This is an optimization exercise on Yosys and OpenROAD, whose aim is small area, a short achievable clock period and few clock cycles, not a production implementation. No functional check of the RTL was part of any run shown here.

==> flow/design.v <==
package agg_pkg;
	localparam int NUM_VERTICES = 16;  
	localparam int FEAT_LANES = 4;  
	localparam int ELEM_W = 16;
	localparam int VADDR_W = 4;  
	localparam int COUNT_W = 8;
	localparam int PROD_W = 2 * ELEM_W;  
	localparam int FEAT_W = FEAT_LANES * ELEM_W;  
	localparam int CODE_W = 24;  
	localparam int ISSUE_W = 1 + CODE_W + 1 + 1 + 1 + VADDR_W;
	localparam int ISSUE_DST = 0;  
	localparam int ISSUE_RUN_END = VADDR_W;  
	localparam int ISSUE_LAST = VADDR_W + 1;  
	localparam int ISSUE_FIRST = VADDR_W + 2;  
	localparam int ISSUE_WEIGHT = VADDR_W + 3;  
	localparam int ISSUE_VALID = VADDR_W + 3 + CODE_W;
	localparam int MUL_ROWS = 2;  
	localparam int MUL_EXT = 1;  
endpackage
package link_pkg;
	localparam int CREDITS = 4;  
	localparam int PTR_W = 2;  
	localparam int CNT_W = 3;  
	localparam logic REC_HEADER = 1'b0;
	localparam logic REC_EDGE = 1'b1;
	localparam int REC_W = 1 + 4 + 8 + 16;
	localparam int REC_WEIGHT = 0;  
	localparam int REC_COUNT = 16;  
	localparam int REC_ADDR = 24;  
	localparam int REC_KIND = 28;
endpackage
`timescale 1ns/100ps
module feature_buffer #(
	parameter bit FWD = 0  
) (
	input logic clk,
	input logic we,
	input logic [agg_pkg::VADDR_W-1:0] wr_addr,
	input logic [agg_pkg::FEAT_W-1:0] wr_data,
	input logic rd_en,
	input logic [agg_pkg::VADDR_W-1:0] rd_addr,
	output logic [agg_pkg::FEAT_W-1:0] rd_data
);
	logic [agg_pkg::NUM_VERTICES-1:0][agg_pkg::FEAT_W-1:0] mem;
	logic [agg_pkg::NUM_VERTICES-1:0] wr_sel;
	logic [agg_pkg::NUM_VERTICES-1:0] rd_sel;
	logic fwd_hit;
	logic [agg_pkg::FEAT_W-1:0] rd_next;
	for (genvar i = 0; i < agg_pkg::NUM_VERTICES; i++) begin : g_slot
		assign wr_sel[i] = we && (wr_addr == agg_pkg::VADDR_W'(i));
		always_ff @(posedge clk) begin
			if (wr_sel[i]) begin
				mem[i] <= wr_data;
			end
		end
	end
	assign fwd_hit = FWD && we && (wr_addr == rd_addr);
	for (genvar i = 0; i < agg_pkg::NUM_VERTICES; i++) begin : g_sel
		assign rd_sel[i] = (rd_addr == agg_pkg::VADDR_W'(i)) && !(FWD && wr_sel[i]);
	end
	always_comb begin
		rd_next = {agg_pkg::FEAT_W{fwd_hit}} & wr_data;
		for (int i = 0; i < agg_pkg::NUM_VERTICES; i++) begin
			rd_next = rd_next | ({agg_pkg::FEAT_W{rd_sel[i]}} & mem[i]);
		end
	end
	always_ff @(posedge clk) begin
		if (rd_en) begin
			rd_data <= rd_next;
		end
	end
endmodule
`timescale 1ns/100ps
module record_ingress (
	input logic clk,
	input logic rst,
	input logic rec_valid,
	input logic [link_pkg::REC_W-1:0] rec,
	input logic pop,
	output logic [link_pkg::REC_W-1:0] head,
	output logic head_valid,
	output logic [3:0] head_addr,  
	output logic credit_return
);
	localparam int SLOT_W = 1 + 4 + 16;  
	logic [SLOT_W-1:0] mem [link_pkg::CREDITS];
	logic [SLOT_W-1:0] slot_in;
	logic [SLOT_W-1:0] slot_out;
	logic [link_pkg::PTR_W-1:0] wr_ptr;
	logic [link_pkg::PTR_W-1:0] rd_ptr;
	logic [link_pkg::CNT_W-1:0] count;
	logic do_pop;
	logic [link_pkg::PTR_W-1:0] rd_ptr_next;
	assign slot_in = {rec[link_pkg::REC_KIND], rec[link_pkg::REC_ADDR +: 4],
		(rec[link_pkg::REC_KIND] == link_pkg::REC_HEADER)
			? {8'd0, rec[link_pkg::REC_COUNT +: 8]} : rec[link_pkg::REC_WEIGHT +: 16]};
	assign slot_out = mem[rd_ptr];
	assign head = {slot_out[20:16], slot_out[7:0], slot_out[15:0]};
	assign head_valid = (count != '0);
	assign do_pop = pop && head_valid;
	assign rd_ptr_next = rd_ptr + do_pop;
	always_ff @(posedge clk) begin
		if (rec_valid && wr_ptr == rd_ptr_next) begin
			head_addr <= rec[link_pkg::REC_ADDR +: 4];
		end else begin
			head_addr <= mem[rd_ptr_next][19:16];
		end
	end
	always_ff @(posedge clk) begin
		if (rec_valid) begin
			mem[wr_ptr] <= slot_in;  
		end
	end
	always_ff @(posedge clk) begin
		if (rst) begin
			wr_ptr <= '0;
			rd_ptr <= '0;
			count <= '0;
			credit_return <= 1'b0;
		end else begin
			credit_return <= do_pop;  
			if (rec_valid) begin
				wr_ptr <= wr_ptr + 1'b1;  
			end
			if (do_pop) begin
				rd_ptr <= rd_ptr + 1'b1;
			end
			case ({rec_valid, do_pop})
				2'b10: count <= count + 1'b1;
				2'b01: count <= count - 1'b1;
				default: count <= count;
			endcase
		end
	end
endmodule
`timescale 1ns/100ps
module aggregate_ctrl (
	input logic clk,
	input logic rst,
	input logic start,
	input logic [agg_pkg::COUNT_W-1:0] num_vertices,
	input logic [link_pkg::REC_W-1:0] head,
	input logic head_valid,
	input logic [agg_pkg::VADDR_W-1:0] head_addr_q,  
	input logic load_we,
	output logic pop,
	output logic [agg_pkg::VADDR_W-1:0] src_rd_addr,
	output logic src_rd_en,
	output logic [agg_pkg::ISSUE_W-1:0] issue,
	output logic done,
	output logic busy
);
	logic pf_valid;
	logic pf_stale;  
	logic pf_header;
	logic [agg_pkg::VADDR_W-1:0] pf_addr;
	logic [agg_pkg::COUNT_W-1:0] pf_count;
	logic pf_count0;
	logic pf_count1;
	logic [agg_pkg::CODE_W-1:0] pf_code;  
	logic issuing;  
	logic in_run;  
	logic [agg_pkg::COUNT_W-1:0] vert_left;  
	logic [agg_pkg::COUNT_W-1:0] edges_left;  
	logic vl_is0, vl_is1, vl_is2;
	logic el_is1, el_is2;
	logic [agg_pkg::VADDR_W-1:0] cur_dst;
	logic [agg_pkg::VADDR_W-1:0] head_addr;
	logic [agg_pkg::COUNT_W-1:0] head_count;
	logic [agg_pkg::ELEM_W-1:0] head_weight;
	logic head_header;
	logic [agg_pkg::CODE_W-1:0] head_code;
	logic [agg_pkg::COUNT_W-1:0] vl;  
	logic vl_eq0, vl_eq1, vl_eq2;  
	logic pf_ready;
	logic take;
	logic take_h;  
	logic take_e;  
	logic term_last;
	logic term_end;
	logic pf_valid_n;
	logic pf_stale_n;
	logic pf_header_n;
	logic pf_count0_n;
	logic vl_is0_n, vl_is1_n;
	logic el_is1_n;
	logic issuing_n;
	logic in_run_n;
	logic [agg_pkg::COUNT_W-1:0] vert_left_n;
	logic [agg_pkg::COUNT_W-1:0] edges_left_n;
	logic term_end_n;
	logic done_n;
	assign head_addr = head[link_pkg::REC_ADDR +: agg_pkg::VADDR_W];
	assign head_count = head[link_pkg::REC_COUNT +: agg_pkg::COUNT_W];
	assign head_weight = head[link_pkg::REC_WEIGHT +: agg_pkg::ELEM_W];
	assign head_header = (head[link_pkg::REC_KIND] == link_pkg::REC_HEADER);
	booth_enc enc_i (
		.w(head_header ? agg_pkg::ELEM_W'(1) : head_weight),
		.code(head_code)
	);
	assign vl = start ? num_vertices : vert_left;
	assign vl_eq0 = start ? (num_vertices == '0) : vl_is0;
	assign vl_eq1 = start ? (num_vertices == agg_pkg::COUNT_W'(1)) : vl_is1;
	assign vl_eq2 = start ? (num_vertices == agg_pkg::COUNT_W'(2)) : vl_is2;
	assign pf_ready = pf_valid && !pf_stale;
	assign take = pf_ready && (issuing || start);
	assign take_h = take && pf_header;
	assign take_e = take && !pf_header;
	assign pop = head_valid && !load_we && !pf_stale && (!pf_valid || take);
	assign src_rd_addr = pf_stale ? pf_addr : head_addr_q;
	assign src_rd_en = pop || (pf_stale && !load_we);
	assign term_last = pf_header ? pf_count0 : el_is1;
	assign term_end = pf_header ? (pf_count0 && vl_eq1) : (el_is1 && vl_eq0);
	always_comb begin
		pf_valid_n = pop || (pf_valid && !take);
		pf_stale_n = load_we && pf_valid;  
		pf_header_n = pop ? head_header : pf_header;
		pf_count0_n = pop ? (head_count == '0) : pf_count0;
		vert_left_n = vl - take_h;
		vl_is0_n = take_h ? vl_eq1 : vl_eq0;
		vl_is1_n = take_h ? vl_eq2 : vl_eq1;
		if (take_h) begin
			edges_left_n = pf_count;
			el_is1_n = pf_count1;
		end else if (take_e) begin
			edges_left_n = edges_left - 1'b1;
			el_is1_n = el_is2;
		end else if (start) begin
			edges_left_n = '0;
			el_is1_n = 1'b0;
		end else begin
			edges_left_n = edges_left;
			el_is1_n = el_is1;
		end
		issuing_n = (issuing || start) && !(take && term_end);
		in_run_n = (in_run || start) && !done;
		term_end_n = pf_header_n ? (pf_count0_n && vl_is1_n) : (el_is1_n && vl_is0_n);
		done_n = (issuing_n && pf_valid_n && !pf_stale_n && term_end_n)
			|| (start && take && term_end);
	end
	assign issue[agg_pkg::ISSUE_VALID] = take;
	assign issue[agg_pkg::ISSUE_FIRST] = pf_header;
	assign issue[agg_pkg::ISSUE_LAST] = term_last;
	assign issue[agg_pkg::ISSUE_RUN_END] = 1'b0;  
	assign issue[agg_pkg::ISSUE_WEIGHT +: agg_pkg::CODE_W] = pf_code;
	assign issue[agg_pkg::ISSUE_DST +: agg_pkg::VADDR_W] = pf_header ? pf_addr : cur_dst;
	always_ff @(posedge clk) begin
		if (rst) begin
			pf_valid <= 1'b0;
			pf_stale <= 1'b0;
			issuing <= 1'b0;
			in_run <= 1'b0;
			done <= 1'b0;
			busy <= 1'b0;
			vert_left <= '0;
			edges_left <= '0;
			vl_is0 <= 1'b1;
			vl_is1 <= 1'b0;
			vl_is2 <= 1'b0;
			el_is1 <= 1'b0;
			el_is2 <= 1'b0;
		end else begin
			pf_valid <= pf_valid_n;
			pf_stale <= pf_stale_n;
			issuing <= issuing_n;
			in_run <= in_run_n;
			done <= done_n;
			busy <= in_run_n && !done_n;
			vert_left <= vert_left_n;
			edges_left <= edges_left_n;
			vl_is0 <= vl_is0_n;
			vl_is1 <= vl_is1_n;
			vl_is2 <= (vert_left_n == agg_pkg::COUNT_W'(2));
			el_is1 <= el_is1_n;
			el_is2 <= (edges_left_n == agg_pkg::COUNT_W'(2));
		end
	end
	always_ff @(posedge clk) begin
		pf_header <= pf_header_n;
		pf_count0 <= pf_count0_n;
		if (pop) begin
			pf_addr <= head_addr;
			pf_count <= head_count;
			pf_count1 <= (head_count == agg_pkg::COUNT_W'(1));
			pf_code <= head_code;
		end
		if (take && pf_header) begin
			cur_dst <= pf_addr;
		end
	end
endmodule
`timescale 1ns/100ps
module vector_mac (
	input logic clk,
	input logic rst,
	input logic [agg_pkg::ISSUE_W-1:0] issue,
	input logic [agg_pkg::FEAT_W-1:0] src_data,
	output logic dst_we,
	output logic [agg_pkg::VADDR_W-1:0] dst_addr,
	output logic [agg_pkg::FEAT_W-1:0] dst_data
);
	localparam int ROWS = agg_pkg::MUL_ROWS;
	logic [agg_pkg::CODE_W-1:0] code;
	logic s2_valid;
	logic s2_last;
	logic [agg_pkg::VADDR_W-1:0] s2_dst;
	logic [agg_pkg::FEAT_LANES*ROWS*agg_pkg::ELEM_W-1:0] s1_rows;
	logic [agg_pkg::FEAT_LANES*ROWS*agg_pkg::ELEM_W-1:0] s2_rows;
	logic [agg_pkg::FEAT_LANES*agg_pkg::MUL_EXT-1:0] s1_ext;
	logic [agg_pkg::FEAT_LANES*agg_pkg::MUL_EXT-1:0] s2_ext;
	logic [agg_pkg::FEAT_W-1:0] acc;  
	logic acc_clear;  
	logic [agg_pkg::FEAT_W-1:0] acc_next;
	assign code = issue[agg_pkg::ISSUE_WEIGHT +: agg_pkg::CODE_W];
	for (genvar i = 0; i < agg_pkg::FEAT_LANES; i++) begin : g_lane
		localparam int RW = ROWS * agg_pkg::ELEM_W;
		mul_lo16_cs mul_i (
			.a(src_data[i*agg_pkg::ELEM_W +: agg_pkg::ELEM_W]),
			.code(code),
			.rows(s1_rows[i*RW +: RW]),
			.ext(s1_ext[i*agg_pkg::MUL_EXT +: agg_pkg::MUL_EXT])
		);
		acc_sum_cs sum_i (
			.acc(acc[i*agg_pkg::ELEM_W +: agg_pkg::ELEM_W]),
			.rows(s2_rows[i*RW +: RW]),
			.ext(s2_ext[i*agg_pkg::MUL_EXT +: agg_pkg::MUL_EXT]),
			.sum(acc_next[i*agg_pkg::ELEM_W +: agg_pkg::ELEM_W])  
		);
	end
	always_ff @(posedge clk) begin
		if (rst) begin
			s2_valid <= 1'b0;
		end else begin
			s2_valid <= issue[agg_pkg::ISSUE_VALID];
		end
	end
	always_ff @(posedge clk) begin
		s2_last <= issue[agg_pkg::ISSUE_LAST];
		s2_dst <= issue[agg_pkg::ISSUE_DST +: agg_pkg::VADDR_W];
		s2_rows <= s1_rows;
		s2_ext <= s1_ext;
	end
	assign acc_clear = issue[agg_pkg::ISSUE_VALID] && issue[agg_pkg::ISSUE_FIRST];
	always_ff @(posedge clk) begin
		if (acc_clear) begin
			acc <= '0;
		end else if (s2_valid) begin
			acc <= acc_next;
		end
	end
	assign dst_we = s2_valid && s2_last;
	assign dst_addr = s2_dst;
	assign dst_data = acc_next;
endmodule
module booth_enc (
	input logic [15:0] w,
	output logic [23:0] code  
);
	logic [16:0] wx;
	assign wx = {w, 1'b0};
	for (genvar j = 0; j < 8; j++) begin : g_digit
		logic b0, b1, b2;  
		assign b0 = wx[2*j];
		assign b1 = wx[2*j+1];
		assign b2 = wx[2*j+2];
		assign code[j] = b1 ^ b0;  
		assign code[8+j] = (b2 & !b1 & !b0) | (!b2 & b1 & b0);  
		assign code[16+j] = b2 & !(b1 & b0);  
	end
endmodule
module mul_lo16_cs (
	input logic [15:0] a,
	input logic [23:0] code,
	output logic [2*16-1:0] rows,
	output logic [1-1:0] ext  
);
	logic [7:0] one, two, neg;
	logic [16:0] ax;
	assign {neg, two, one} = code;
	assign ax = {a, 1'b0};
	logic [15:0] pp0;  
	for (genvar k = 0; k < 16; k++) begin : g_pp0
		assign pp0[k] = ((one[0] & ax[k+1]) | (two[0] & ax[k])) ^ neg[0];
	end
	logic [13:0] pp1;  
	for (genvar k = 0; k < 14; k++) begin : g_pp1
		assign pp1[k] = ((one[1] & ax[k+1]) | (two[1] & ax[k])) ^ neg[1];
	end
	logic [11:0] pp2;  
	for (genvar k = 0; k < 12; k++) begin : g_pp2
		assign pp2[k] = ((one[2] & ax[k+1]) | (two[2] & ax[k])) ^ neg[2];
	end
	logic [9:0] pp3;  
	for (genvar k = 0; k < 10; k++) begin : g_pp3
		assign pp3[k] = ((one[3] & ax[k+1]) | (two[3] & ax[k])) ^ neg[3];
	end
	logic [7:0] pp4;  
	for (genvar k = 0; k < 8; k++) begin : g_pp4
		assign pp4[k] = ((one[4] & ax[k+1]) | (two[4] & ax[k])) ^ neg[4];
	end
	logic [5:0] pp5;  
	for (genvar k = 0; k < 6; k++) begin : g_pp5
		assign pp5[k] = ((one[5] & ax[k+1]) | (two[5] & ax[k])) ^ neg[5];
	end
	logic [3:0] pp6;  
	for (genvar k = 0; k < 4; k++) begin : g_pp6
		assign pp6[k] = ((one[6] & ax[k+1]) | (two[6] & ax[k])) ^ neg[6];
	end
	logic [1:0] pp7;  
	for (genvar k = 0; k < 2; k++) begin : g_pp7
		assign pp7[k] = ((one[7] & ax[k+1]) | (two[7] & ax[k])) ^ neg[7];
	end
	logic m1;
	logic m2;
	logic m3;
	logic m4;
	logic m5;
	logic m6;
	logic m7;
	logic m8;
	logic m9;
	logic m10;
	logic m11;
	logic m12;
	logic m13;
	logic m14;
	logic m15;
	logic m16;
	logic m17;
	logic m18;
	logic m19;
	logic m20;
	logic m21;
	logic m22;
	logic m23;
	logic m24;
	logic m25;
	logic m26;
	logic m27;
	logic m28;
	logic m29;
	logic m30;
	logic m31;
	logic m32;
	logic m33;
	logic m34;
	logic m35;
	logic m36;
	logic m37;
	logic m38;
	logic m39;
	logic m40;
	logic m41;
	logic m42;
	logic m43;
	logic m44;
	logic m45;
	logic m46;
	logic m47;
	logic m48;
	logic m49;
	logic m50;
	logic m51;
	logic m52;
	logic m53;
	logic m54;
	logic m55;
	logic m56;
	logic m57;
	logic m58;
	logic m59;
	logic m60;
	logic m61;
	logic m62;
	logic m63;
	logic m64;
	logic m65;
	logic m66;
	logic m67;
	logic m68;
	logic m69;
	logic m70;
	logic m71;
	logic m72;
	logic m73;
	logic m74;
	logic m75;
	logic m76;
	logic m77;
	logic m78;
	logic m79;
	logic m80;
	logic m81;
	logic m82;
	logic m83;
	logic m84;
	logic m85;
	logic m86;
	logic m87;
	logic m88;
	logic m89;
	logic m90;
	logic m91;
	logic m92;
	logic m93;
	logic m94;
	logic m95;
	logic m96;
	logic m97;
	logic m98;
	assign m1 = pp0[10] ^ pp1[8];
	assign m2 = pp0[10] & pp1[8];
	assign m3 = pp0[11] ^ pp1[9];
	assign m4 = pp0[11] & pp1[9];
	assign m5 = pp0[12] ^ pp1[10] ^ pp2[8];
	assign m6 = (pp0[12] & pp1[10]) | (pp0[12] & pp2[8]) | (pp1[10] & pp2[8]);
	assign m7 = pp3[6] ^ pp4[4];
	assign m8 = pp3[6] & pp4[4];
	assign m9 = pp0[13] ^ pp1[11] ^ pp2[9];
	assign m10 = (pp0[13] & pp1[11]) | (pp0[13] & pp2[9]) | (pp1[11] & pp2[9]);
	assign m11 = pp3[7] ^ pp4[5];
	assign m12 = pp3[7] & pp4[5];
	assign m13 = pp0[14] ^ pp1[12] ^ pp2[10];
	assign m14 = (pp0[14] & pp1[12]) | (pp0[14] & pp2[10]) | (pp1[12] & pp2[10]);
	assign m15 = pp3[8] ^ pp4[6] ^ pp5[4];
	assign m16 = (pp3[8] & pp4[6]) | (pp3[8] & pp5[4]) | (pp4[6] & pp5[4]);
	assign m17 = pp6[2] ^ pp7[0];
	assign m18 = pp6[2] & pp7[0];
	assign m19 = pp0[6] ^ pp1[4];
	assign m20 = pp0[6] & pp1[4];
	assign m21 = pp0[7] ^ pp1[5];
	assign m22 = pp0[7] & pp1[5];
	assign m23 = pp0[8] ^ pp1[6] ^ pp2[4];
	assign m24 = (pp0[8] & pp1[6]) | (pp0[8] & pp2[4]) | (pp1[6] & pp2[4]);
	assign m25 = pp3[2] ^ pp4[0];
	assign m26 = pp3[2] & pp4[0];
	assign m27 = pp0[9] ^ pp1[7] ^ pp2[5];
	assign m28 = (pp0[9] & pp1[7]) | (pp0[9] & pp2[5]) | (pp1[7] & pp2[5]);
	assign m29 = pp3[3] ^ pp4[1];
	assign m30 = pp3[3] & pp4[1];
	assign m31 = m1 ^ pp2[6] ^ pp3[4];
	assign m32 = (m1 & pp2[6]) | (m1 & pp3[4]) | (pp2[6] & pp3[4]);
	assign m33 = pp4[2] ^ pp5[0] ^ neg[5];
	assign m34 = (pp4[2] & pp5[0]) | (pp4[2] & neg[5]) | (pp5[0] & neg[5]);
	assign m35 = m2 ^ m3 ^ pp2[7];
	assign m36 = (m2 & m3) | (m2 & pp2[7]) | (m3 & pp2[7]);
	assign m37 = pp3[5] ^ pp4[3] ^ pp5[1];
	assign m38 = (pp3[5] & pp4[3]) | (pp3[5] & pp5[1]) | (pp4[3] & pp5[1]);
	assign m39 = m4 ^ m5 ^ m7;
	assign m40 = (m4 & m5) | (m4 & m7) | (m5 & m7);
	assign m41 = pp5[2] ^ pp6[0] ^ neg[6];
	assign m42 = (pp5[2] & pp6[0]) | (pp5[2] & neg[6]) | (pp6[0] & neg[6]);
	assign m43 = m6 ^ m8 ^ m9;
	assign m44 = (m6 & m8) | (m6 & m9) | (m8 & m9);
	assign m45 = m11 ^ pp5[3] ^ pp6[1];
	assign m46 = (m11 & pp5[3]) | (m11 & pp6[1]) | (pp5[3] & pp6[1]);
	assign m47 = m10 ^ m12 ^ m13;
	assign m48 = (m10 & m12) | (m10 & m13) | (m12 & m13);
	assign m49 = m15 ^ m17 ^ neg[7];
	assign m50 = (m15 & m17) | (m15 & neg[7]) | (m17 & neg[7]);
	assign m51 = pp0[4] ^ pp1[2];
	assign m52 = pp0[4] & pp1[2];
	assign m53 = pp0[5] ^ pp1[3];
	assign m54 = pp0[5] & pp1[3];
	assign m55 = m19 ^ pp2[2] ^ pp3[0];
	assign m56 = (m19 & pp2[2]) | (m19 & pp3[0]) | (pp2[2] & pp3[0]);
	assign m57 = m20 ^ m21 ^ pp2[3];
	assign m58 = (m20 & m21) | (m20 & pp2[3]) | (m21 & pp2[3]);
	assign m59 = m22 ^ m23 ^ m25;
	assign m60 = (m22 & m23) | (m22 & m25) | (m23 & m25);
	assign m61 = m24 ^ m26 ^ m27;
	assign m62 = (m24 & m26) | (m24 & m27) | (m26 & m27);
	assign m63 = m28 ^ m30 ^ m31;
	assign m64 = (m28 & m30) | (m28 & m31) | (m30 & m31);
	assign m65 = m32 ^ m34 ^ m35;
	assign m66 = (m32 & m34) | (m32 & m35) | (m34 & m35);
	assign m67 = m36 ^ m38 ^ m39;
	assign m68 = (m36 & m38) | (m36 & m39) | (m38 & m39);
	assign m69 = m40 ^ m42 ^ m43;
	assign m70 = (m40 & m42) | (m40 & m43) | (m42 & m43);
	assign m71 = m44 ^ m46 ^ m47;
	assign m72 = (m44 & m46) | (m44 & m47) | (m46 & m47);
	assign m73 = pp0[2] ^ pp1[0];
	assign m74 = pp0[2] & pp1[0];
	assign m75 = pp0[3] ^ pp1[1];
	assign m76 = pp0[3] & pp1[1];
	assign m77 = m51 ^ pp2[0] ^ neg[2];
	assign m78 = (m51 & pp2[0]) | (m51 & neg[2]) | (pp2[0] & neg[2]);
	assign m79 = m52 ^ m53 ^ pp2[1];
	assign m80 = (m52 & m53) | (m52 & pp2[1]) | (m53 & pp2[1]);
	assign m81 = m54 ^ m55 ^ neg[3];
	assign m82 = (m54 & m55) | (m54 & neg[3]) | (m55 & neg[3]);
	assign m83 = m56 ^ m57 ^ pp3[1];
	assign m84 = (m56 & m57) | (m56 & pp3[1]) | (m57 & pp3[1]);
	assign m85 = m58 ^ m59 ^ neg[4];
	assign m86 = (m58 & m59) | (m58 & neg[4]) | (m59 & neg[4]);
	assign m87 = m60 ^ m61 ^ m29;
	assign m88 = (m60 & m61) | (m60 & m29) | (m61 & m29);
	assign m89 = m62 ^ m63 ^ m33;
	assign m90 = (m62 & m63) | (m62 & m33) | (m63 & m33);
	assign m91 = m64 ^ m65 ^ m37;
	assign m92 = (m64 & m65) | (m64 & m37) | (m65 & m37);
	assign m93 = m66 ^ m67 ^ m41;
	assign m94 = (m66 & m67) | (m66 & m41) | (m67 & m41);
	assign m95 = m68 ^ m69 ^ m45;
	assign m96 = (m68 & m69) | (m68 & m45) | (m69 & m45);
	assign m97 = m70 ^ m71 ^ m49;
	assign m98 = (m70 & m71) | (m70 & m49) | (m71 & m49);
	assign rows[0*16 +: 16] = {(pp0[15] ^ pp1[13] ^ pp2[11] ^ pp3[9] ^ pp4[7] ^ pp5[5] ^ pp6[3] ^ pp7[1] ^ m14 ^ m16 ^ m18), m96, m94, m92, m90, m88, m86, m84, m82, m80, m78, m76, m74, m73, pp0[1], pp0[0]};
	assign rows[1*16 +: 16] = {(m48 ^ m50 ^ m72), m97, m95, m93, m91, m89, m87, m85, m83, m81, m79, m77, m75, neg[1], 1'b0, neg[0]};
	assign ext[0] = m98;
endmodule
module acc_sum_cs (
	input logic [15:0] acc,
	input logic [2*16-1:0] rows,
	input logic [1-1:0] ext,
	output logic [15:0] sum
);
	logic s1;
	logic s2;
	logic s3;
	logic s4;
	logic s5;
	logic s6;
	logic s7;
	logic s8;
	logic s9;
	logic s10;
	logic s11;
	logic s12;
	logic s13;
	logic s14;
	logic s15;
	logic s16;
	logic s17;
	logic s18;
	logic s19;
	logic s20;
	logic s21;
	logic s22;
	logic s23;
	logic s24;
	logic s25;
	logic s26;
	logic s27;
	logic s28;
	logic s29;
	logic s30;
	logic s31;
	logic s32;
	logic s33;
	logic s34;
	assign s1 = acc[15] ^ rows[0*16+15];
	assign s2 = acc[15] & rows[0*16+15];
	assign s3 = acc[0] ^ rows[0*16+0];
	assign s4 = acc[0] & rows[0*16+0];
	assign s5 = acc[1] ^ rows[0*16+1] ^ rows[1*16+1];
	assign s6 = (acc[1] & rows[0*16+1]) | (acc[1] & rows[1*16+1]) | (rows[0*16+1] & rows[1*16+1]);
	assign s7 = acc[2] ^ rows[0*16+2] ^ rows[1*16+2];
	assign s8 = (acc[2] & rows[0*16+2]) | (acc[2] & rows[1*16+2]) | (rows[0*16+2] & rows[1*16+2]);
	assign s9 = acc[3] ^ rows[0*16+3] ^ rows[1*16+3];
	assign s10 = (acc[3] & rows[0*16+3]) | (acc[3] & rows[1*16+3]) | (rows[0*16+3] & rows[1*16+3]);
	assign s11 = acc[4] ^ rows[0*16+4] ^ rows[1*16+4];
	assign s12 = (acc[4] & rows[0*16+4]) | (acc[4] & rows[1*16+4]) | (rows[0*16+4] & rows[1*16+4]);
	assign s13 = acc[5] ^ rows[0*16+5] ^ rows[1*16+5];
	assign s14 = (acc[5] & rows[0*16+5]) | (acc[5] & rows[1*16+5]) | (rows[0*16+5] & rows[1*16+5]);
	assign s15 = acc[6] ^ rows[0*16+6] ^ rows[1*16+6];
	assign s16 = (acc[6] & rows[0*16+6]) | (acc[6] & rows[1*16+6]) | (rows[0*16+6] & rows[1*16+6]);
	assign s17 = acc[7] ^ rows[0*16+7] ^ rows[1*16+7];
	assign s18 = (acc[7] & rows[0*16+7]) | (acc[7] & rows[1*16+7]) | (rows[0*16+7] & rows[1*16+7]);
	assign s19 = acc[8] ^ rows[0*16+8] ^ rows[1*16+8];
	assign s20 = (acc[8] & rows[0*16+8]) | (acc[8] & rows[1*16+8]) | (rows[0*16+8] & rows[1*16+8]);
	assign s21 = acc[9] ^ rows[0*16+9] ^ rows[1*16+9];
	assign s22 = (acc[9] & rows[0*16+9]) | (acc[9] & rows[1*16+9]) | (rows[0*16+9] & rows[1*16+9]);
	assign s23 = acc[10] ^ rows[0*16+10] ^ rows[1*16+10];
	assign s24 = (acc[10] & rows[0*16+10]) | (acc[10] & rows[1*16+10]) | (rows[0*16+10] & rows[1*16+10]);
	assign s25 = acc[11] ^ rows[0*16+11] ^ rows[1*16+11];
	assign s26 = (acc[11] & rows[0*16+11]) | (acc[11] & rows[1*16+11]) | (rows[0*16+11] & rows[1*16+11]);
	assign s27 = acc[12] ^ rows[0*16+12] ^ rows[1*16+12];
	assign s28 = (acc[12] & rows[0*16+12]) | (acc[12] & rows[1*16+12]) | (rows[0*16+12] & rows[1*16+12]);
	assign s29 = acc[13] ^ rows[0*16+13] ^ rows[1*16+13];
	assign s30 = (acc[13] & rows[0*16+13]) | (acc[13] & rows[1*16+13]) | (rows[0*16+13] & rows[1*16+13]);
	assign s31 = acc[14] ^ rows[0*16+14] ^ rows[1*16+14];
	assign s32 = (acc[14] & rows[0*16+14]) | (acc[14] & rows[1*16+14]) | (rows[0*16+14] & rows[1*16+14]);
	assign s33 = s1 ^ rows[1*16+15] ^ ext[0];
	assign s34 = (s1 & rows[1*16+15]) | (s1 & ext[0]) | (rows[1*16+15] & ext[0]);
	assign sum = {s32, s30, s28, s26, s24, s22, s20, s18, s16, s14, s12, s10, s8, s6, s4, s3} + {s33, s31, s29, s27, s25, s23, s21, s19, s17, s15, s13, s11, s9, s7, s5, rows[1*16+0]};
endmodule
`timescale 1ns/100ps
module aggregate_top (
	input logic clk,
	input logic rst,
	input logic start,
	input logic [agg_pkg::COUNT_W-1:0] num_vertices,
	input logic rec_valid,
	input logic [link_pkg::REC_W-1:0] rec,
	output logic credit_return,
	input logic load_we,
	input logic [agg_pkg::VADDR_W-1:0] load_addr,
	input logic [agg_pkg::FEAT_W-1:0] load_data,
	input logic [agg_pkg::VADDR_W-1:0] rd_addr,
	output logic [agg_pkg::FEAT_W-1:0] rd_data,
	output logic busy,
	output logic done
);
	logic [link_pkg::REC_W-1:0] head;
	logic head_valid;
	logic [agg_pkg::VADDR_W-1:0] head_addr;
	logic pop;
	logic [agg_pkg::VADDR_W-1:0] src_rd_addr;
	logic src_rd_en;
	logic [agg_pkg::FEAT_W-1:0] src_data;
	logic [agg_pkg::ISSUE_W-1:0] issue;
	logic dst_we;
	logic [agg_pkg::VADDR_W-1:0] dst_addr;
	logic [agg_pkg::FEAT_W-1:0] dst_data;
	record_ingress ingress_i (
		.clk(clk),
		.rst(rst),
		.rec_valid(rec_valid),
		.rec(rec),
		.pop(pop),
		.head(head),
		.head_valid(head_valid),
		.head_addr(head_addr),
		.credit_return(credit_return)
	);
	aggregate_ctrl ctrl_i (
		.clk(clk),
		.rst(rst),
		.start(start),
		.num_vertices(num_vertices),
		.head(head),
		.head_valid(head_valid),
		.head_addr_q(head_addr),
		.load_we(load_we),
		.pop(pop),
		.src_rd_addr(src_rd_addr),
		.src_rd_en(src_rd_en),
		.issue(issue),
		.done(done),
		.busy(busy)
	);
	feature_buffer #(.FWD(0)) src_buf_i (  
		.clk(clk),
		.we(load_we),
		.wr_addr(load_addr),
		.wr_data(load_data),
		.rd_en(src_rd_en),
		.rd_addr(src_rd_addr),
		.rd_data(src_data)
	);
	vector_mac mac_i (
		.clk(clk),
		.rst(rst),
		.issue(issue),
		.src_data(src_data),
		.dst_we(dst_we),
		.dst_addr(dst_addr),
		.dst_data(dst_data)
	);
	feature_buffer #(.FWD(1)) dst_buf_i (  
		.clk(clk),
		.we(dst_we),
		.wr_addr(dst_addr),
		.wr_data(dst_data),
		.rd_en(1'b1),
		.rd_addr(rd_addr),
		.rd_data(rd_data)
	);
endmodule
==> flow/run.sh <==
#!/bin/bash
# synth_recipe.tcl (not shown) runs the flow's synth.tcl, then flattens the netlist and writes it again
# the make line also repeats each setting of config.mk as NAME=value (left out here)
make -C /OpenROAD-flow-scripts/flow DESIGN_CONFIG=/design/flow/config.mk WORK_HOME=/design/flow/orfs CLKGATE_MAP_FILE= SYNTH_SCRIPT=/design/flow/synth_recipe.tcl finish
==> flow/config.mk <==
export PLATFORM = sky130hd
export DESIGN_NAME = aggregate_top
export DESIGN_NICKNAME = aggregate_top
export VERILOG_FILES = /design/flow/design.v
export SDC_FILE = /design/flow/constraint.sdc
export NUM_CORES = 4
export LEC_CHECK = 0
export CAP_MARGIN = 20
export CORE_MARGIN = 2
export CORE_UTILIZATION = 40
export CTS_BUF_LIST = sky130_fd_sc_hd__clkbuf_16
export CTS_CLUSTER_DIAMETER = 70
export CTS_CLUSTER_SIZE = 24
export SETUP_SLACK_MARGIN = 5
export SLEW_MARGIN = 20
==> flow/constraint.sdc <==
create_clock -name core_clock -period 8.5 [get_ports {clk}]
set_input_delay 1.7000 -clock core_clock [delete_from_list [all_inputs] [get_ports {clk}]]
set_output_delay 1.7000 -clock core_clock [all_outputs]
set_load 0.01 [all_outputs]
==> results of run 1 <==
==> cell usage after synthesis (all sizes together) (6+ instances only) <==
cell type | count | area [um^2]
a2111oi | 8 | 163.9
a211o | 29 | 254.0
a211oi | 27 | 237.7
a21o | 24 | 180.2
a21oi | 69 | 349.1
a221oi | 102 | 899.6
a222oi | 117 | 1171
a22o | 112 | 980.9
a22oi | 915 | 6888
and2 | 29 | 181.4
and3 | 23 | 143.9
buf | 137 | 656.9
clkbuf | 277 | 1040
dfxtp | 299 | 5986
edfxtp | 2237 | 67170
fa | 189 | 3784
ha | 136 | 1702
inv | 181 | 679.4
mux2 | 22 | 247.7
mux2i | 62 | 620.6
mux4 | 24 | 566.8
nand2 | 101 | 379.1
nand2b | 17 | 106.4
nand3 | 73 | 365.4
nand3b | 15 | 112.6
nand4 | 106 | 663.1
nand4b | 7 | 76.32
nor2 | 246 | 948.4
nor2b | 30 | 187.7
nor3 | 56 | 285.3
nor4 | 6 | 58.80
o2111a | 8 | 90.09
o211ai | 11 | 82.58
o21a | 20 | 150.1
o21ai | 129 | 645.6
o21bai | 7 | 52.55
o22ai | 45 | 281.5
or3 | 13 | 81.33
xnor2 | 303 | 2654
xor2 | 96 | 840.8
==> cell families (layout without fill, tap and decap cells) <==
kind of cell,count (synthesis),in the layout,share of synthesized area [%]
buf+inv,595,917,2.316
other cells,0,10,0
flops,2536,2536,71.30
fa+ha+maj,325,325,5.346
mux,108,108,1.399
simple gates,746,754,3.699
xor+xnor,399,399,3.406
compound gates,1665,1665,12.53
==> how the worst min path moves through the flow <==
stage	slack, ns	endpoint	from
floorplan	0.35	mac_i.s2_rows[112]	ctrl_i.pf_code[16]
global placement	0.45	dst_buf_i.rd_data[19]	dst_buf_i.mem[339]
detailed placement	0.46	dst_buf_i.rd_data[14]	dst_buf_i.mem[206]
CTS	0.48	dst_buf_i.rd_data[19]	dst_buf_i.mem[339]
global route	0.49	ctrl_i.in_run	ctrl_i.done
finish	0.45	dst_buf_i.rd_data[19]	dst_buf_i.mem[339]
==> metal layers <==
metal	track usage (%)	vias up	wire, um
li1	-	25721	-
met4	6.472	46	9577
met1	30.64	31789	120000
met3	4.184	547	30450
met2	38.63	3241	149500
met5	0	-	271
==> sequential cells by signal (all words and copies together) (netlist names), 24 cells and up, named ones only <==
register / count
ingress_i.mem: 84
ctrl_i.pf_code: 24
dst_buf_i.mem: 1024
src_buf_i.rd_data: 64
mac_i.acc: 64
src_buf_i.mem: 1024
mac_i.s2_rows: 118
dst_buf_i.rd_data: 64
==> area by class of cell <==
type	instances	area share [%]
Inverter	181	0.6023
Timing Repair inverter	2	0.01298
Clock buffer	145	3.136
Tap cell	3366	3.640
Multi-Input combinational cell	3251	24.25
Sequential cell	2536	63.27
Timing Repair Buffer	494	4.250
Clock inverter	95	0.8185
Antenna cell	10	0.02163
==> worst max-delay path: stages <==
cell	delay [ns]
sky130_fd_sc_hd__clkdlybuf4s50_1	0.53
sky130_fd_sc_hd__nand2b_4	0.25
sky130_fd_sc_hd__nor4_4	0.29
sky130_fd_sc_hd__buf_4	0.53
sky130_fd_sc_hd__buf_6	0.57
==> through the flow <==
step	hold WS, ns	std cells
finish	0.4547	10080
global placement	0.4536	9709
floorplan	0.3462	6374
global route	0.4903	10074
CTS	0.4792	10011
detailed placement	0.4607	9710
==> placed cells by master, fill, tap and decap left out, drive strengths merged, types with 30 or more instances in the layout <==
master	count
a22oi	915
clkdlybuf4s50	122
nand4	106
dfxtp	299
nor2b	30
a221oi	102
nor2	253
clkbuf	158
a22o	112
o21ai	129
a21oi	69
nand2	101
xnor2	303
clkinv	31
xor2	96
nand3	73
dlygate4sd2	47
mux2i	62
inv	229
a222oi	117
ha	136
edfxtp	2237
fa	189
buf	300
nor3	56
o22ai	45
==> timing repair <==
item / 4_1_cts / 5_1_grt
resized for setup: 208 / 69
buffers inserted: 54 / 43
setup endpoints to repair: 1774 / 413
cloned: 7 / 16
pin swaps: 28 / 24
==> flow_summary.toml, run 1 <==
[floorplan]
dieHeight_um = 510.5
initial_core_util_pct = 40.30
fp.dieArea_um2 = 260600
floorplan.io_pins = 181
placementRows = 185
die_extent_in_x_um = 510.5
placeableCoreArea_um2 = 254600

[layout]
final_nets = 7047
finish.utilization_pct = 45.45
area.growth.synth_to_final_pct = 12.78
num-fill-cells = 21936
multi_input_comb_area_um2 = 28060
regArea_um2 = 73220
design_area_um2 = 115700
drive_above_1_share_pct = 11.32

[synthesis]
synth_nets = 6813
proportion_of_synthesized_chip_area_in_sequential_cells_pct = 71.30
post_synth_instance_area_um2 = 102600
number_of_instances_in_the_synthesized_netlist = 6374
synth.lib_cells_used.distinct = 90
synth_seq_cells = 2536
synth_enable_flop_cells = 2237
ys_warn_count = 5
synth.avg_cell_area_um2 = 16.10
async_reset_ff_share_pct = 0
most_instantiated_flip_flop_cell_in_the_synthesis_netlist = "sky130_fd_sc_hd__edfxtp_1"

[global_route]
grt_antenna_before_repair = 49
grt_start_max_net_pins = 81
grt.overflow.total = 0
global_route.usage.total_pct = 23.03
grt_pass1_vias = 60042
grt_pass1_wl_um = 435600

[clocking]
clock_insertion_delay_worst_skew_ns = 0.85
cts.sinks = 2536
tritoncts.num_buffers = 142
tritoncts = "built"
max-clock-path-buffers = 3
clk_pin_slew_worst_paths_ns = 0.10
clock-root-buffer = "sky130_fd_sc_hd__clkbuf_16"
postCtsHoldBufs = 0
maximum_level_of_the_cts_h_tree = 4

[route]
post-route-drc-count = 0
wire_per_inst_um = 30.73
drt_first_pass_iters = 9
via_count = 61344
routed_wl_um = 309800
drt_iter0_markers = 8456
average_vias_per_placed_instance = 6.086
ant_nets = 0

[worst_hold_path]
hold_path_class = "reg -> reg"
min_path_cells = 2

[worst_setup_path]
critical_setup_path_class = "in -> reg"
start_kind = "input port"
worstSetupEndpoint = "src_buf_i.mem[39]"
critical_path.max_fanout = 39
timing.critical_path.arrival_ns = 3.94
crit_start = "load_addr[1]"
r2r_start = "ctrl_i.pf_code[19]"
cp-end-kind = "register"
worstReg2RegEnd = "mac_i.s2_rows[126]"
critPathRequiredTime_ns = 8.94
ff2ff_setup_slack_ns = 5.04
worst_r2r_path_depth = 7

[timing]
final_max_slew_viol_count = 0
setup_tns_ns = 0
finalSetupViolCount = 0
fin_ws_ns = 4.999
tightestPinTransition_ns = 1.178
rsz_0062_raised_after_global_routing = "no"
final_min_period_over_clock_period_pct = 41.19
timing.max_slew.rel_slack_pct = 21.38
clock_skew_ns = 0.04861
fmaxAchievable_mhz = 285.6
final-hold-violation-count = 0
period_minus_slack_ns = 3.501

[placement]
portBuffers = 180
placement.cell_area_um2 = 109200
hpwlAfterDp_um = 171000
dp_worst_setup_slack_ns = 2.938
place_congestion = 0.8049

[flow_run]
cap_violations = 0

[status]
outcome = "finished clean"
==> run 2, diff against run 1 <==
--- a/flow/config.mk
+++ b/flow/config.mk
@@ -11,5 +11,5 @@
 export CTS_BUF_LIST = sky130_fd_sc_hd__clkbuf_16
 export CTS_CLUSTER_DIAMETER = 70
 export CTS_CLUSTER_SIZE = 24
-export SETUP_SLACK_MARGIN = 5
+export SETUP_SLACK_MARGIN = 4.5
 export SLEW_MARGIN = 20
==> flow_summary.toml, run 2 <==
[synthesis]
async_reset_ff_share_pct = 0
synth_enable_flop_cells = 2237
synth.top_cell.area_share_pct = 65.47
yosys.cell_count.top_type = "sky130_fd_sc_hd__edfxtp_1"
number_of_instances_in_the_synthesized_netlist = 6374
synth_seq_cells = 2536
ys_top_cells_by_count = "2237 x sky130_fd_sc_hd__edfxtp_1, 913 x sky130_fd_sc_hd__a22oi_1, 303 x sky130_fd_sc_hd__xnor2_1"
yosysTopAreaCell = "sky130_fd_sc_hd__edfxtp_1"
synth.lib_cells_used.distinct = 90
ys_warn_count = 5
most_instantiated_flip_flop_cell_in_the_synthesis_netlist = "sky130_fd_sc_hd__edfxtp_1"
post_synth_instance_area_um2 = 102600
top_area_cells_in_the_synthesized_netlist = "sky130_fd_sc_hd__edfxtp_1 65%, sky130_fd_sc_hd__a22oi_1 6.7%, sky130_fd_sc_hd__dfxtp_1 5.8%, sky130_fd_sc_hd__fa_1 3.7%, sky130_fd_sc_hd__xnor2_1 2.6%"
synth.avg_cell_area_um2 = 16.10
synth_nets = 6813
proportion_of_synthesized_chip_area_in_sequential_cells_pct = 71.30

[worst_setup_path]
cp-end-kind = "register"
worstPathCellList = "dlygate4sd2_1 -> nand3_1 -> nor2_4 -> buf_4 -> buf_6"
crit_path_top_delay_cell = "sky130_fd_sc_hd__dlygate4sd2_1"
critical_path.max_fanout = 35
critPathTopFamily = "buffers and inverters"
critical_setup_path_class = "in -> reg"
critPathRequiredTime_ns = 8.96
timing.critical_path.arrival_ns = 4.49
maximum_single_stage_delay_on_the_critical_path_ns = 0.78
worst-path-buf-inv = 3
start_kind = "input port"

[floorplan]
floorplan.io_pins = 181
placeableCoreArea_um2 = 254600
dieHeight_um = 510.5
die_extent_in_x_um = 510.5
fp.dieArea_um2 = 260600
initial_core_util_pct = 40.30
placementRows = 185

[route]
ant_nets = 0
post-route-drc-count = 0
drt_iter0_markers = 8117
drt_first_pass_iters = 9
via_count = 60770
wire_per_inst_um = 30.25
average_vias_per_placed_instance = 6.089
routed_wl_um = 301900

[flow_run]
cap_violations = 0

[global_route]
grt.met2_usage_pct = 38.22
grt_start_max_net_pins = 81
global_route.usage.total_pct = 22.78
grt.overflow.total = 0
grt_pass1_wl_um = 432600
grt.met1_usage_pct = 30.56
globalRouteMet3Util_pct = 3.631
busiest_layer = "met2"
grt_pass1_vias = 59934
grt_antenna_before_repair = 39

[timing]
fmaxAchievable_mhz = 247.8
setup_tns_ns = 0
final-hold-violation-count = 0
final_min_period_over_clock_period_pct = 47.48
period_minus_slack_ns = 4.036
finalSetupViolCount = 0
tightestPinTransition_ns = 1.278
final_max_slew_viol_count = 0
rsz_0062_raised_after_global_routing = "yes"
timing.max_slew.rel_slack_pct = 13.90
clock_skew_ns = 0.03562
finalHoldWorstSlack_ns = 0.4433

[layout]
final_nets = 6955
largestRegisters = "dst_buf_i.mem: 1024 flops, src_buf_i.mem: 1024 flops, mac_i.s2_rows: 118 flops"
drive_above_1_share_pct = 9.035
layout_commonest_cell = "sky130_fd_sc_hd__edfxtp_1"
area.growth.synth_to_final_pct = 11.20
mostFrequentLayoutCells = "2237 x sky130_fd_sc_hd__edfxtp_1, 913 x sky130_fd_sc_hd__a22oi_1, 300 x sky130_fd_sc_hd__xnor2_1"
finish.utilization_pct = 44.81

[clocking]
cts.sinks = 2536
clock-root-buffer = "sky130_fd_sc_hd__clkbuf_16"
maximum_level_of_the_cts_h_tree = 4
max-clock-path-buffers = 3
tritoncts = "built"
tritoncts.num_buffers = 141
clock_insertion_delay_worst_skew_ns = 0.83
clk_pin_slew_worst_paths_ns = 0.09

[placement]
place_congestion = 0.8131
portBuffers = 180
hpwlAfterDp_um = 171700

[worst_hold_path]
hold_path_class = "reg -> reg"

[status]
outcome = "finished clean"
## run 2: worst reg2reg max path: cells and delay by family (launching register included)
family	cells	cell delay, ns
buf+inv	3	1.20
simple gates	4	1.16
compound gates	3	0.73
flops	1	0.56
## run 2: kinds of logic after synthesis
kind of cell             after synthesis  synth area share, %
multiplexers                         108                1.399
XOR/XNOR                             399                3.406
adder cells (fa/ha/maj)              325                5.346
AND/OR/NAND/NOR                      746                3.699
AO/OA/AOI/OAI                       1665                12.53
buffers and inverters                595                2.316
flip-flops                          2536                71.30
## run 2: path summary, 6_finish.rpt
kind / slack [ns] / from / depth (start not counted) / endpoint
max: 4.46 / load_addr[2] / 5 / src_buf_i.mem[922]
max reg2reg: 4.54 / ctrl_i.pf_stale / 10 / src_buf_i.rd_data[37]
min reg2reg: 0.44 / ctrl_i.done / 1 / ctrl_i.in_run
min: 0.44 / ctrl_i.done / 1 / ctrl_i.in_run
## run 2: area by class of cell
cell class,instances,area (um^2)
fillers,22033,140500
flip-flops and latches,2536,73160
multi-input cells,3245,27810
well taps,3366,4212
repair buffers,411,3721
clock buffers,142,3553
clock inverters,93,944.7
inverters,181,683.2
diodes,6,15.01
## run 2: timing repair
action / in CTS / in global routing
gates resized for setup: 10 / 25
setup endpoints to repair: 262 / 279
hold buffers: 0 / 0
cloned: 2 / 0
setup buffers: 9 / 13
pin swaps: 5 / 5
## run 2: per-stage QoR
step                instance area (um^2)  worst slack (ns)  instances
floorplan                         102800             3.586       6374
global placement                  109200             3.170       9711
detailed placement                109200             3.062       9714
CTS                               113900             4.507       9960
global route                      114100             4.497       9975
finish                            114100             4.464       9980
## run 2: per-layer routing
| layer | share of wire, % | vias up |
|---|---|---|
| li1 | - | 25509 |
| met1 | 40 | 31531 |
| met2 | 48 | 3106 |
| met3 | 8.8 | 576 |
| met4 | 3.1 | 48 |
| met5 | 0.099 | - |
==> run 3, diff against run 2 <==
--- a/flow/config.mk
+++ b/flow/config.mk
@@ -9,7 +9,8 @@
 export CORE_MARGIN = 2
 export CORE_UTILIZATION = 40
 export CTS_BUF_LIST = sky130_fd_sc_hd__clkbuf_16
-export CTS_CLUSTER_DIAMETER = 70
-export CTS_CLUSTER_SIZE = 24
-export SETUP_SLACK_MARGIN = 4.5
+export CTS_CLUSTER_DIAMETER = 90
+export CTS_CLUSTER_SIZE = 32
+export PLACE_DENSITY = 0.5
+export SETUP_SLACK_MARGIN = 5
 export SLEW_MARGIN = 20
==> flow_summary.toml, run 3 <==
[timing]
final_max_slew_viol_count = 0
clock_skew_ns = 0.05516
finalSetupViolCount = 0
rsz_0062_raised_after_global_routing = "yes"
fmaxAchievable_mhz = 287.5
period_minus_slack_ns = 3.478
final-hold-violation-count = 0
setup_tns_ns = 0
timing.max_slew.rel_slack_pct = 26.48
tightestPinTransition_ns = 1.102
final_min_period_over_clock_period_pct = 40.92
fin_ws_ns = 5.022

[route]
drt_first_pass_iters = 8
ant_nets = 0
post-route-drc-count = 0
routed_wl_um = 322500
via_count = 59876
average_vias_per_placed_instance = 5.969
drt_iter0_markers = 6767
wire_per_inst_um = 32.15

[synthesis]
ys_warn_count = 5
yosysTopAreaCell = "sky130_fd_sc_hd__edfxtp_1"
synth.top_cell.area_share_pct = 65.47
ys_top_cells_by_count = "2237 x sky130_fd_sc_hd__edfxtp_1, 913 x sky130_fd_sc_hd__a22oi_1, 303 x sky130_fd_sc_hd__xnor2_1"
synth.avg_cell_area_um2 = 16.10
synth_enable_flop_cells = 2237
post_synth_instance_area_um2 = 102600
proportion_of_synthesized_chip_area_in_sequential_cells_pct = 71.30
number_of_instances_in_the_synthesized_netlist = 6374
synth.lib_cells_used.distinct = 90
synth_seq_cells = 2536
synth_nets = 6813
top_area_cells_in_the_synthesized_netlist = "sky130_fd_sc_hd__edfxtp_1 65%, sky130_fd_sc_hd__a22oi_1 6.7%, sky130_fd_sc_hd__dfxtp_1 5.8%, sky130_fd_sc_hd__fa_1 3.7%, sky130_fd_sc_hd__xnor2_1 2.6%"
async_reset_ff_share_pct = 0
yosys.cell_count.top_type = "sky130_fd_sc_hd__edfxtp_1"
most_instantiated_flip_flop_cell_in_the_synthesis_netlist = "sky130_fd_sc_hd__edfxtp_1"

[clocking]
clock-root-buffer = "sky130_fd_sc_hd__clkbuf_16"
max-clock-path-buffers = 3
maximum_level_of_the_cts_h_tree = 3
postCtsHoldBufs = 0
clock_insertion_delay_worst_skew_ns = 0.84
tritoncts.num_buffers = 115
clk_pin_slew_worst_paths_ns = 0.10
cts.sinks = 2536
tritoncts = "built"

[placement]
portBuffers = 180
hpwlAfterDp_um = 181600
dp_cells = 9728
place_congestion = 0.7874
dp_worst_setup_slack_ns = 3.179

[worst_setup_path]
critPathRequiredTime_ns = 8.98
critical_setup_path_class = "in -> reg"
worst-path-buf-inv = 4
critPathTopFamily = "buffers and inverters"
crit_start = "load_we"
crit_path_top_delay_cell = "sky130_fd_sc_hd__buf_4"
top_cell_by_count_worst_path = "sky130_fd_sc_hd__buf_4"
worst_r2r_path_depth = 10
ff2ff_setup_slack_ns = 5.04
r2r_start = "ctrl_i.pf_stale"
critical_path.max_fanout = 37
worstReg2RegEnd = "src_buf_i.rd_data[49]"
cp-end-kind = "register"
maximum_single_stage_delay_on_the_critical_path_ns = 0.48
worst-path-stages = 6
worstPathCellList = "clkdlybuf4s50_1 -> buf_4 -> nand3_2 -> nor2_4 -> buf_4 -> buf_8"
timing.critical_path.arrival_ns = 3.95
start_kind = "input port"
worstSetupEndpoint = "src_buf_i.mem[940]"

[floorplan]
floorplan.io_pins = 181
initial_core_util_pct = 40.30
placementRows = 185
dieHeight_um = 510.5
die_extent_in_x_um = 510.5
fp.dieArea_um2 = 260600
placeableCoreArea_um2 = 254600

[layout]
mostFrequentLayoutCells = "2237 x sky130_fd_sc_hd__edfxtp_1, 909 x sky130_fd_sc_hd__a22oi_1, 296 x sky130_fd_sc_hd__xnor2_1"
layout_commonest_cell = "sky130_fd_sc_hd__edfxtp_1"
drive_above_1_share_pct = 10.97
area.growth.synth_to_final_pct = 12.20
largestRegisters = "dst_buf_i.mem: 1024 flops, src_buf_i.mem: 1024 flops, mac_i.s2_rows: 118 flops"
layout.cells.non_filler = 10031
final_nets = 7004

[worst_hold_path]
hold_path_class = "reg -> reg"

[global_route]
busiest_layer = "met2"
grt.met2_usage_pct = 41.43
global_route.usage.total_pct = 24.14
grt_pass1_vias = 59362
grt.met1_usage_pct = 33.03
grt_pass1_wl_um = 451900
globalRouteMet3Util_pct = 2.837
grt.overflow.total = 0
grt_start_max_net_pins = 69
grt_antenna_before_repair = 33

[status]
outcome = "finished clean"

[flow_run]
cap_violations = 0
## run 3: cell counts after synthesis
Identical to the previous run, type by type.
## run 3: layout make-up
type | count | area, um^2
multi-input combinational | 3246 | 28010
timing repair buffer | 481 | 4752
fill | 22163 | 139500
sequential | 2536 | 73210
antenna | 11 | 27.53
tap | 3366 | 4212
timing repair inverter | 4 | 30.03
clock buffer | 117 | 2928
clock inverter | 89 | 1252
inverter | 181 | 711.9
## run 3: repair_timing
action,4_1_cts,5_1_grt
buffers inserted,43,26
gates cloned,8,9
endpoints found under the setup margin,1561,501
resized for setup,221,68
pin swaps,28,7
## run 3: worst min path at each step
stage / cells after the start / startpoint / end
2_1_floorplan: 0 / ctrl_i.pf_code[16] / mac_i.s2_rows[112]
3_3_place_gp: 1 / ctrl_i.done / ctrl_i.in_run
3_5_place_dp: 1 / ctrl_i.done / ctrl_i.in_run
4_1_cts: 1 / ctrl_i.done / ctrl_i.in_run
5_1_grt: 1 / ctrl_i.done / ctrl_i.in_run
6_report: 1 / ctrl_i.done / ctrl_i.in_run
## run 3: through the flow
stage          utilization, %  hold WS, ns  cell area (um^2)
2_1_floorplan               -       0.3462            102900
3_3_place_gp            42.93       0.4373            109300
3_5_place_dp            42.93       0.4355            109300
4_1_cts                 44.97       0.4549            114500
5_1_grt                 45.21       0.4796            115100
6_report                45.21       0.4510            115100
## run 3: worst register-to-register path: cells and delay by family (launching register included)
kind	cells	cell delay [ns]
buffers and inverters	3	0.86
AOI/OAI and AO/OA	4	0.88
and+or+nand+nor	3	1.01
DFF	1	0.45
## run 3: routing by layer
layer | part of all wire, % | vias up
li1 | - | 25606
met1 | 42 | 31713
met2 | 50 | 2145
met3 | 6.1 | 380
met4 | 2.1 | 32
met5 | 0.063 | -
## run 3: cell families (layout without fill, tap and decap cells)
logic type / count (synthesis) / after routing / share of synthesized area [%]
muxes: 108 / 108 / 1.399
DFF: 2536 / 2536 / 71.30
other: 0 / 11 / 0
AOI/OAI and AO/OA: 1665 / 1665 / 12.53
xor gates and xnor gates: 399 / 399 / 3.406
adders and majority gates: 325 / 325 / 5.346
and+or+nand+nor: 746 / 749 / 3.699
buffers and inverters: 595 / 872 / 2.316
==> run 4, diff against run 3 <==
==> flow/flow/run.sh (new file) <==
#!/bin/bash
set -euo pipefail
MARGIN=5.4
sed "s/SETUP_SLACK_MARGIN=[0-9.]*/SETUP_SLACK_MARGIN=$MARGIN/" standard.sh > standard_margin.sh
grep -q "SETUP_SLACK_MARGIN=$MARGIN" standard_margin.sh
bash standard_margin.sh > standard.log 2>&1
==> flow/standard.sh (new file) <==
#!/bin/bash
# synth_recipe.tcl (not shown) runs the flow's synth.tcl, then flattens the netlist and writes it again
# the make line also repeats each setting of config.mk as NAME=value (left out here)
make -C /OpenROAD-flow-scripts/flow DESIGN_CONFIG=/design/flow/config.mk WORK_HOME=/design/flow/orfs CLKGATE_MAP_FILE= SYNTH_SCRIPT=/design/flow/synth_recipe.tcl "${@:-finish}"
--- a/flow/config.mk
+++ b/flow/config.mk
@@ -9,8 +9,7 @@
 export CORE_MARGIN = 2
 export CORE_UTILIZATION = 40
 export CTS_BUF_LIST = sky130_fd_sc_hd__clkbuf_16
-export CTS_CLUSTER_DIAMETER = 90
-export CTS_CLUSTER_SIZE = 32
-export PLACE_DENSITY = 0.5
+export CTS_CLUSTER_DIAMETER = 70
+export CTS_CLUSTER_SIZE = 24
 export SETUP_SLACK_MARGIN = 5
 export SLEW_MARGIN = 20
removed: flow/run.sh
==> flow_summary.toml, run 4 <==
[worst_setup_path]
start_kind = "register"
cp-end-kind = "register"
critical_path.max_fanout = 11
critPathRequiredTime_ns = 9.21
timing.critical_path.arrival_ns = 4.09
critical_setup_path_class = "reg -> reg"

[floorplan]
fp.dieArea_um2 = 260600
floorplan.io_pins = 181
die_extent_in_x_um = 510.5
dieHeight_um = 510.5
initial_core_util_pct = 40.30
placementRows = 185
placeableCoreArea_um2 = 254600

[clocking]
clock_insertion_delay_worst_skew_ns = 0.85
cts.sinks = 2536
maximum_level_of_the_cts_h_tree = 4
max-clock-path-buffers = 3
tritoncts.num_buffers = 142
postCtsHoldBufs = 0
tritoncts = "built"
clock-root-buffer = "sky130_fd_sc_hd__clkbuf_16"
clk_pin_slew_worst_paths_ns = 0.09

[global_route]
grt_pass1_wl_um = 453400
grt_start_max_net_pins = 81
grt_pass1_vias = 61114
grt_antenna_before_repair = 37
global_route.usage.total_pct = 24.19
grt.overflow.total = 0

[timing]
final_max_slew_viol_count = 0
tightestPinTransition_ns = 1.150
rsz_0062_raised_after_global_routing = "yes"
timing.max_slew.rel_slack_pct = 23.27
fin_ws_ns = 5.121
final-hold-violation-count = 0
clock_skew_ns = 0.04715
period_minus_slack_ns = 3.379
setup_tns_ns = 0
finalSetupViolCount = 0
fmaxAchievable_mhz = 296.0
final_min_period_over_clock_period_pct = 39.75

[synthesis]
proportion_of_synthesized_chip_area_in_sequential_cells_pct = 71.30
ys_top_cells_by_count = "2237 x sky130_fd_sc_hd__edfxtp_1, 913 x sky130_fd_sc_hd__a22oi_1, 303 x sky130_fd_sc_hd__xnor2_1"
most_instantiated_flip_flop_cell_in_the_synthesis_netlist = "sky130_fd_sc_hd__edfxtp_1"
synth.avg_cell_area_um2 = 16.10
top_area_cells_in_the_synthesized_netlist = "sky130_fd_sc_hd__edfxtp_1 65%, sky130_fd_sc_hd__a22oi_1 6.7%, sky130_fd_sc_hd__dfxtp_1 5.8%, sky130_fd_sc_hd__fa_1 3.7%, sky130_fd_sc_hd__xnor2_1 2.6%"
async_reset_ff_share_pct = 0
ys_warn_count = 5
synth_enable_flop_cells = 2237
post_synth_instance_area_um2 = 102600
synth.lib_cells_used.distinct = 90
synth_seq_cells = 2536
number_of_instances_in_the_synthesized_netlist = 6374
synth.top_cell.area_share_pct = 65.47
synth_nets = 6813
yosys.cell_count.top_type = "sky130_fd_sc_hd__edfxtp_1"
yosysTopAreaCell = "sky130_fd_sc_hd__edfxtp_1"

[route]
ant_nets = 0
post-route-drc-count = 0
average_vias_per_placed_instance = 6.132
wire_per_inst_um = 31.56
via_count = 62709
drt_first_pass_iters = 9
drt_iter0_markers = 8878
routed_wl_um = 322800

[worst_hold_path]
hold_path_class = "reg -> reg"

[placement]
portBuffers = 180
placement.cell_area_um2 = 109200
place_congestion = 0.8049
dp_worst_setup_slack_ns = 2.938
hpwlAfterDp_um = 171000

[layout]
final_nets = 7191
mostFrequentLayoutCells = "2237 x sky130_fd_sc_hd__edfxtp_1, 860 x sky130_fd_sc_hd__a22oi_1, 286 x sky130_fd_sc_hd__xnor2_1"
largestRegisters = "dst_buf_i.mem: 1024 flops, src_buf_i.mem: 1024 flops, mac_i.s2_rows: 118 flops"
area.growth.synth_to_final_pct = 16.00
layout_commonest_cell = "sky130_fd_sc_hd__edfxtp_1"
design_area_um2 = 119000
drive_above_1_share_pct = 17.30
finish.utilization_pct = 46.75

[flow_run]
cap_violations = 0

[status]
outcome = "finished clean"
## run 4: cell counts after synthesis
No cell type changed its count.
## run 4: through the flow
step                      hold WS (ns)  instances
after detailed placement        0.4607       9710
after global routing            0.4549      10217
after CTS                       0.4486      10157
after global placement          0.4536       9709
final                           0.4383      10227
after floorplan                 0.3462       6374
## run 4: critical path, cell delays in order, from the launching register on
cell and delay [ns]:
sky130_fd_sc_hd__edfxtp_1 0.42, sky130_fd_sc_hd__buf_4 0.19, sky130_fd_sc_hd__bufbuf_16 0.30, sky130_fd_sc_hd__a22oi_2 0.24
sky130_fd_sc_hd__xor2_2 0.19, sky130_fd_sc_hd__fa_1 0.47, sky130_fd_sc_hd__fa_2 0.55, sky130_fd_sc_hd__fa_1 0.40
sky130_fd_sc_hd__inv_1 0.08, sky130_fd_sc_hd__fa_2 0.42
## run 4: layer usage
layer / track usage, % / part of all wire, % / vias up
li1: - / - / 26054
met1: 31.65 / 38 / 32443
met2: 40.61 / 48 / 3572
met3: 4.596 / 10 / 602
met4: 7.701 / 3.8 / 38
met5: 0 / 0.069 / -
## run 4: kinds of logic after synthesis
family	synth area share (%)
DFF	71.30
AOI/OAI and AO/OA	12.53
and+or+nand+nor	3.699
buffers and inverters	2.316
xor gates and xnor gates	3.406
adders and majority gates	5.346
muxes	1.399
## run 4: repair_timing
item / CTS / global route
pin swaps: 171 / 127
setup buffers: 165 / 48
gates cloned: 42 / 8
endpoints found under the setup margin: 2511 / 805
resized for setup: 833 / 170
## run 4: final timing paths
kind	startpoint	end	slack (ns)	cells past startpoint
setup / recovery	ctrl_i.pf_code[10]	mac_i.s2_rows[28]	5.12	9
hold / removal	ctrl_i.done	ctrl_i.in_run	0.44	1
setup reg to reg	ctrl_i.pf_code[10]	mac_i.s2_rows[28]	5.12	9
hold reg to reg	ctrl_i.done	ctrl_i.in_run	0.44	1
## run 4: area by class of cell
| class | instances | area, um^2 |
|---|---|---|
| Fill cell | 21634 | 135600 |
| Sequential cell | 2536 | 73320 |
| Multi-Input combinational cell | 3253 | 29100 |
| Timing Repair Buffer | 628 | 6978 |
| Tap cell | 3366 | 4212 |
| Clock buffer | 145 | 3628 |
| Clock inverter | 95 | 947.2 |
| Inverter | 181 | 728.2 |
| Timing Repair inverter | 10 | 73.82 |
| Antenna cell | 13 | 32.53 |

==> port drivers added, routing unchanged <==
In the flow no input, the clock included, has a driving cell. The finished layouts below were timed again as built, in two steps. Step 1 (the two cells are an assumption about what drives the block):
set clk [get_ports {clk}]
set_driving_cell -lib_cell sky130_fd_sc_hd__clkbuf_16 $clk
set_driving_cell -lib_cell sky130_fd_sc_hd__buf_2 [delete_from_list [all_inputs] $clk]
Step 2 adds t to the input delays and takes it off the output delays; t is the mean of the earliest and latest rising clock arrival at the registers after step 1. Input paths then give back, and output paths get back, about the clock's delay inside the block. a / b / c = ideal / step 1 / step 2; a / b = the first two.
| run | t, ns | setup slack, ns | worst hold slack (ns) | worst setup path after step 2 | worst slew at a driven data input, ns |
|---|---|---|---|---|---|
| run 1 | 0.912 | 4.999 / 5.000 / 4.120 | 0.455 / 0.455 / 0.455 | input to register | 0.21 |
| run 2 | 0.914 | 4.464 / 4.497 / 3.583 | 0.443 / 0.443 / 0.443 | input to register | 0.22 |
| run 3 | 0.914 | 5.022 / 4.973 / 4.156 | 0.451 / 0.451 / 0.451 | input to register | 0.13 |
| run 4 | 0.923 | 5.121 / 5.121 / 4.460 | 0.438 / 0.438 / 0.438 | input to register | 0.22 |
After both steps setup and hold are still met in every run listed. The setup slack of run 2, which loses most, moves by +0.033 ns with the drivers and by -0.881 ns with both steps.
